From an optimization exercise on the open Yosys and OpenROAD flow, aimed at small area, a short achievable clock period and few clock cycles per item; shortcuts taken in it are not production practice.
Only simulation tests tie the RTL to the original design; equivalence was not proved.

==> design/flow/run.sh <==
#!/bin/bash
# synth_recipe.tcl (not shown) runs the flow's synth.tcl, then flattens the netlist and writes it again
# the make line also repeats each setting of config.mk as NAME=value (left out here)
make -C /OpenROAD-flow-scripts/flow DESIGN_CONFIG=/design/flow/config.mk WORK_HOME=/design/flow/orfs CLKGATE_MAP_FILE= SYNTH_SCRIPT=/design/flow/synth_recipe.tcl finish
==> design/flow/config.mk <==
export PLATFORM = sky130hd
export DESIGN_NAME = q_update_engine
export DESIGN_NICKNAME = q_update_engine
export VERILOG_FILES = /design/flow/design.v
export SDC_FILE = /design/flow/constraint.sdc
export NUM_CORES = 8
export LEC_CHECK = 0
export CAP_MARGIN = 20
export CORE_MARGIN = 2
export CORE_UTILIZATION = 25
export PLACE_DENSITY = 0.45
export SLEW_MARGIN = 20
==> design/flow/constraint.sdc <==
create_clock -name core_clock -period 14.0 [get_ports {clk}]
set_input_delay 2.8000 -clock core_clock [delete_from_list [all_inputs] [get_ports {clk}]]
set_output_delay 2.8000 -clock core_clock [all_outputs]
set_load 0.01 [all_outputs]
==> design/flow/design.v <==
module q_update_engine #(
  parameter int DATA_WIDTH  = 16,
  parameter int FRAC_BITS   = 8,
  parameter int NUM_STATES  = 16,
  parameter int NUM_ACTIONS = 4,
  localparam int SW = $clog2(NUM_STATES),
  localparam int AW = $clog2(NUM_ACTIONS)
) (
  input  logic                  clk,
  input  logic                  rst_n,
  input  logic                  clear,
  input  logic                  in_valid,
  output logic                  in_ready,
  input  logic [SW-1:0]         in_state,
  input  logic [AW-1:0]         in_action,
  input  logic [SW-1:0]         in_next_state,
  input  logic [DATA_WIDTH-1:0] in_reward,
  input  logic                  in_terminal,
  input  logic [DATA_WIDTH-1:0] alpha,
  input  logic [DATA_WIDTH-1:0] gamma,
  output logic                  out_valid,
  input  logic                  out_ready,
  output logic [DATA_WIDTH-1:0] out_q_new,
  output logic [AW-1:0]         out_best_action,
  output logic                  busy
);
  localparam int DW = DATA_WIDTH;
  localparam logic [AW-1:0] LAST = AW'(NUM_ACTIONS - 1);
  localparam logic signed [DW-1:0] QMAX = {1'b0, {(DW-1){1'b1}}};
  localparam logic signed [DW-1:0] QMIN = {1'b1, {(DW-1){1'b0}}};
  typedef enum logic [2:0] {
    S_IDLE, S_SCAN, S_MUL_G, S_MUL_A, S_WRITE, S_RESP
  } state_t;
  state_t state, state_n;
  logic signed [DW-1:0] qtab [NUM_STATES][NUM_ACTIONS];
  logic [SW-1:0]        s_r, ns_r;
  logic [AW-1:0]        a_r, cnt, best_r, best_out_r;
  logic signed [DW-1:0] r_r, alpha_r, gamma_r, max_r, q_sa, target_r, q_new_r;
  logic                 term_r;
  logic                 accept;
  logic signed [DW-1:0] rd_q;
  function automatic logic signed [DW-1:0] sat_sum(input logic [DW:0] v);
    if (v[DW] != v[DW-1]) sat_sum = v[DW] ? QMIN : QMAX;
    else                  sat_sum = v[DW-1:0];
  endfunction
  function automatic logic signed [DW-1:0] sat_prod(input logic signed [2*DW-1:0] v);
    if (!((&v[2*DW-1:DW-1]) || !(|v[2*DW-1:DW-1]))) sat_prod = v[2*DW-1] ? QMIN : QMAX;
    else                                             sat_prod = v[DW-1:0];
  endfunction
  assign in_ready  = (state == S_IDLE) && !clear;
  assign accept    = in_valid && in_ready;
  assign out_valid = (state == S_RESP);
  assign busy      = (state != S_IDLE);
  assign out_q_new = q_new_r;
  assign out_best_action = best_out_r;
  assign rd_q      = qtab[ns_r][cnt];
  logic signed [2*DW-1:0] prod_g, shp_g, prod_a, shp_a;
  logic signed [DW-1:0]   gp, td, ap, target_n, q_new_n;
  logic [DW:0]            sum_g, diff_td, sum_q;
  always_comb begin
    prod_g   = gamma_r * max_r;
    shp_g    = prod_g >>> FRAC_BITS;
    gp       = sat_prod(shp_g);
    sum_g    = {r_r[DW-1], r_r} + {gp[DW-1], gp};
    target_n = term_r ? r_r : sat_sum(sum_g);
    diff_td  = {target_r[DW-1], target_r} - {q_sa[DW-1], q_sa};
    td       = sat_sum(diff_td);
    prod_a   = alpha_r * td;
    shp_a    = prod_a >>> FRAC_BITS;
    ap       = sat_prod(shp_a);
    sum_q    = {q_sa[DW-1], q_sa} + {ap[DW-1], ap};
    q_new_n  = sat_sum(sum_q);
  end
  always_ff @(posedge clk or negedge rst_n) begin
    if (!rst_n) state <= S_IDLE;
    else        state <= state_n;
  end
  always_comb begin
    state_n = state;
    case (state)
      S_IDLE:  if (accept) state_n = S_SCAN;
      S_SCAN:  if (cnt == LAST) state_n = S_MUL_G;
      S_MUL_G: state_n = S_MUL_A;
      S_MUL_A: state_n = S_WRITE;
      S_WRITE: state_n = S_RESP;
      S_RESP:  if (out_ready) state_n = S_IDLE;
      default: state_n = S_IDLE;
    endcase
  end
  always_ff @(posedge clk or negedge rst_n) begin
    if (!rst_n) begin
      s_r <= '0; ns_r <= '0; a_r <= '0; r_r <= '0; term_r <= 1'b0;
      alpha_r <= '0; gamma_r <= '0; cnt <= '0; max_r <= '0; best_r <= '0;
      q_sa <= '0; target_r <= '0; q_new_r <= '0; best_out_r <= '0;
    end else begin
      case (state)
        S_IDLE: if (accept) begin
          s_r     <= in_state;
          a_r     <= in_action;
          ns_r    <= in_next_state;
          r_r     <= in_reward;
          term_r  <= in_terminal;
          alpha_r <= alpha;
          gamma_r <= gamma;
          cnt     <= '0;
        end
        S_SCAN: begin
          if (cnt == '0) begin
            max_r  <= rd_q;
            best_r <= '0;
            q_sa   <= qtab[s_r][a_r];
          end else if (rd_q > max_r) begin
            max_r  <= rd_q;
            best_r <= cnt;
          end
          cnt <= cnt + 1'b1;
        end
        S_MUL_G: target_r <= target_n;
        S_MUL_A: begin
          q_new_r    <= q_new_n;
          best_out_r <= term_r ? '0 : best_r;
        end
        default: ;
      endcase
    end
  end
  always_ff @(posedge clk or negedge rst_n) begin
    if (!rst_n) begin
      for (int i = 0; i < NUM_STATES; i++)
        for (int j = 0; j < NUM_ACTIONS; j++) qtab[i][j] <= '0;
    end else if (state == S_IDLE && clear) begin
      for (int i = 0; i < NUM_STATES; i++)
        for (int j = 0; j < NUM_ACTIONS; j++) qtab[i][j] <= '0;
    end else if (state == S_WRITE) begin
      qtab[s_r][a_r] <= q_new_r;
    end
  end
endmodule
==> notes.md <==
==> layout by cell type, fill, tap and decap left out, types with 21 or more instances in the layout <==
| master | count |
|---|---|
| sky130_fd_sc_hd__a21o_1 | 42 |
| sky130_fd_sc_hd__a21oi_1 | 1142 |
| sky130_fd_sc_hd__a221oi_1 | 169 |
| sky130_fd_sc_hd__a22o_1 | 169 |
| sky130_fd_sc_hd__a22oi_1 | 654 |
| sky130_fd_sc_hd__and2_1 | 203 |
| sky130_fd_sc_hd__buf_4 | 467 |
| sky130_fd_sc_hd__clkbuf_1 | 35 |
| sky130_fd_sc_hd__clkbuf_16 | 157 |
| sky130_fd_sc_hd__clkbuf_8 | 26 |
| sky130_fd_sc_hd__clkdlybuf4s50_1 | 83 |
| sky130_fd_sc_hd__clkinv_2 | 21 |
| sky130_fd_sc_hd__dfrtp_1 | 1140 |
| sky130_fd_sc_hd__diode_2 | 144 |
| sky130_fd_sc_hd__fa_1 | 526 |
| sky130_fd_sc_hd__ha_1 | 227 |
| sky130_fd_sc_hd__inv_1 | 625 |
| sky130_fd_sc_hd__mux2_2 | 88 |
| sky130_fd_sc_hd__nand2_1 | 2470 |
| sky130_fd_sc_hd__nand2_2 | 59 |
| sky130_fd_sc_hd__nand2b_1 | 31 |
| sky130_fd_sc_hd__nand3_1 | 83 |
| sky130_fd_sc_hd__nand4_1 | 197 |
| sky130_fd_sc_hd__nor2_1 | 93 |
| sky130_fd_sc_hd__nor2_2 | 115 |
| sky130_fd_sc_hd__nor2b_1 | 57 |
| sky130_fd_sc_hd__nor3_1 | 46 |
| sky130_fd_sc_hd__nor3_2 | 41 |
| sky130_fd_sc_hd__nor3_4 | 24 |
| sky130_fd_sc_hd__nor4_1 | 42 |
| sky130_fd_sc_hd__o21ai_0 | 112 |
| sky130_fd_sc_hd__xnor2_1 | 66 |
| sky130_fd_sc_hd__xor2_1 | 28 |
==> worst paths after layout <==
path / start / to / slack, ps / cells past startpoint
worst max-delay path: q_sa[1] / q_new_r[2] / 1100 / 49
worst min-delay path: qtab[0][2] / qtab[0][2] / 530 / 2
worst max register to register: q_sa[1] / q_new_r[2] / 1100 / 49
worst min register to register: qtab[0][2] / qtab[0][2] / 530 / 2
max in group asynchronous: rst_n / qtab[32][1] / 8840 / 4
min in group asynchronous: rst_n / qtab[61][9] / 1960 / 1
==> repair_timing <==
action	CTS	global route
endpoints found under the setup margin	0	13
buffers inserted	0	0
hold endpoints to repair	0	0
resized for setup	0	2
==> metrics by stage <==
step	hold WS [ps]	area, um2	instances
after detailed placement	524	88900	13600
after CTS	537	94100	13900
after global routing	556	94300	13900
final	534	94600	14000
after global placement	512	88700	13600
after floorplan	454	80300	9395
==> cell families after synthesis <==
family | synth area share (%)
buffers and inverters | 6.08
AO/OA/AOI/OAI | 19.9
adder cells (fa/ha/maj) | 16.8
AND/OR/NAND/NOR | 18.9
flip-flops | 36.0
XOR/XNOR | 1.06
multiplexers | 1.29
==> final cells by class <==
class,count,share of cell area (%)
Sequential cell,1156,30.6
Clock inverter,57,0.794
Tap cell,4305,5.70
Clock buffer,218,4.67
Multi-Input combinational cell,6963,50.3
Antenna cell,144,0.381
Timing Repair Buffer,575,5.07
Inverter,625,2.48
==> registers in the layout (all words and copies together) (netlist names) <==
register,count
cnt,2
target_r,16
a_r,2
r_r,16
term_r,1
best_out_r,2
state,3
qtab,1024
alpha_r,16
s_r,4
max_r,16
best_r,2
q_new_r,16
ns_r,4
q_sa,16
gamma_r,16
==> metal layers <==
metal | share of wire [%] | global-route usage, %
met4 | 9.9 | 30.3
met2 | 40 | 50.7
met5 | 0.22 | 2.92
met3 | 14 | 18.7
met1 | 36 | 43.0
==> worst max-delay path, delay by kind of cell (launching register included) <==
family / cells / cell delay, ps
simple gates: 4 / 650
xor+xnor: 1 / 150
buf+inv: 7 / 1250
compound gates: 26 / 5860
fa+ha+maj: 11 / 4530
flops: 1 / 350
==> impl_metrics.env <==
export IMPL_fp_row_count=208
export IMPL_drt_wl_total_um=616000
export IMPL_drc=0
export IMPL_synth_yosys_warnings=2
export IMPL_fin_worst_skew_ps=113
export IMPL_synthToLayoutAreaGrowth_pct=17.8
export IMPL_dr_first_iter_drc_count=15500
export IMPL_htree_num_levels=4
export IMPL_grt_max_degree=171
export IMPL_postSynthRegisterBits=1156
export IMPL_floorplan_die_width_um=571
export IMPL_sequential_cell_area_mm2=0.0289
export IMPL_synth_fp_nets=10200
export IMPL_netlist_area_mm2=0.0803
export IMPL_sum_of_negative_setup_slack_ps=0
export IMPL_clock_fmax_mhz=77.5
export IMPL_grt_first_pass_wirelength_um=805000
export IMPL_max_slew_margin_rel_pct=5.39
export IMPL_clkSlewWorstSetupHoldPaths_ps=60
export IMPL_status="no timing/DRC/antenna violations"
export IMPL_synth_top_cell_area_share_pct=36.0
export IMPL_detail_route_wl_per_cell_um=43.8
export IMPL_synthTopCellsByArea="sky130_fd_sc_hd__dfrtp_1 36%, sky130_fd_sc_hd__fa_1 13%, sky130_fd_sc_hd__nand2_1 12%"
export IMPL_dieArea_mm2=0.326
export IMPL_cts_sink_count=1156
export IMPL_timing_critical_path_slowest_stage_cell="sky130_fd_sc_hd__fa_1"
export IMPL_core_area_mm2=0.320
export IMPL_grtUsageTotal_pct=37.1
export IMPL_timing_final_crit_period_ps=12900
export IMPL_most_used_cell_along_the_critical_path="sky130_fd_sc_hd__fa_1"
export IMPL_synth_enable_flop_cells=0
export IMPL_grt_antenna_before_repair=115
export IMPL_multi_input_comb_area_mm2=0.0476
export IMPL_post_detail_place_hpwl_um=416000
export IMPL_post_synth_top_count_cell="sky130_fd_sc_hd__nand2_1"
export IMPL_worst_slew_pin_slew_ps=1420
export IMPL_vias=89200
export IMPL_tritoncts_num_buffers=154
export IMPL_timing_critical_path_required_ps=14750
export IMPL_finalCritPeriodShare_pct=92.2
export IMPL_final_core_util_pct=29.5
export IMPL_timing_final_setup_violations=0
export IMPL_io_pin_count=85
export IMPL_die_ht_um=571
export IMPL_number_of_endpoints_with_negative_hold_slack_in_the_final_report=0
export IMPL_maximum_fanout_encountered_on_the_critical_timing_path=18
export IMPL_critical_path_endpoint_type="flop"
export IMPL_worst_ep_arrival_time_ps=13650
export IMPL_pre_cts_ws_ps=832
export IMPL_timing_critical_path_from_type="flop"
export IMPL_final_fill_count=33900
export IMPL_synthTopCellsByCount="2535 x sky130_fd_sc_hd__nand2_1, 1156 x sky130_fd_sc_hd__dfrtp_1, 1142 x sky130_fd_sc_hd__a21oi_1"
export IMPL_firstDrtPassIters=10
export IMPL_grt_setup_unrepaired="no"
export IMPL_gp_congestion=1.09
export IMPL_root_buffer="sky130_fd_sc_hd__clkbuf_16"
export IMPL_clock_tree_from_tritoncts="yes"
export IMPL_cts_hold_buf=0
export IMPL_criticalPathCategory="flop to flop"
export IMPL_finalWorstSetupSlack_ps=1100
export IMPL_postSynth_asyncResetShare_pct=100
export IMPL_postSynthAreaPerCell_um2=8.54
export IMPL_grt_overflow_total=0
export IMPL_max_cap_violations=0
export IMPL_synth_seq_area_share_pct=36.0
export IMPL_first_global_vias=80600
export IMPL_hold_class="flop to flop"
export IMPL_synth_top_flop_cell="sky130_fd_sc_hd__dfrtp_1"
export IMPL_worstSkewPairLatency_ps=930
export IMPL_initial_utilization_pct=25.1
export IMPL_clock_tree_buffer_depth=4
export IMPL_final_report_max_slew_violation_count=0
export IMPL_port_buffer_count=84
export IMPL_crit_path_max_incr_delay_ps=650
export IMPL_synthesis_instances=9395
export IMPL_synth_distinct_cells=97
export IMPL_vias_per_cell=6.35
export IMPL_ant_nets=0
export IMPL_drive_above_1_share_pct=12.1
export IMPL_nNetsFinal=10300
export IMPL_yosys_area_top_type="sky130_fd_sc_hd__dfrtp_1"
Testbench counts, summed over its fixed seeds: cycles 21,600, items 2,400.

port drivers added, routing unchanged:
Ports are ideal in the flow. The routed layout listed here was re-timed in OpenROAD. Step 1 assumes that a clkbuf_16 drives the clock port and a buf_2 every other input. Step 2 moves the port delays by t, midway between the first and last clock arrival at a register: inputs arrive t later, outputs are due t later. That takes back most of the time a late clock gives input paths. Three values: no drivers, after step 1, after step 2; two values: the first two.
shift t [ns]: 0.989
setup slack, ns: 1.096 / 1.096 / 1.096
hold WS [ns]: 0.534 / 0.534 / 0.534
worst data-port slew with drivers (ns): 0.08
cell pins on the clock port's net: 1
After both steps setup and hold are still met in this run. For this run, drivers alone change the setup slack by 0.000 ns; drivers and shift together by 0.000 ns.
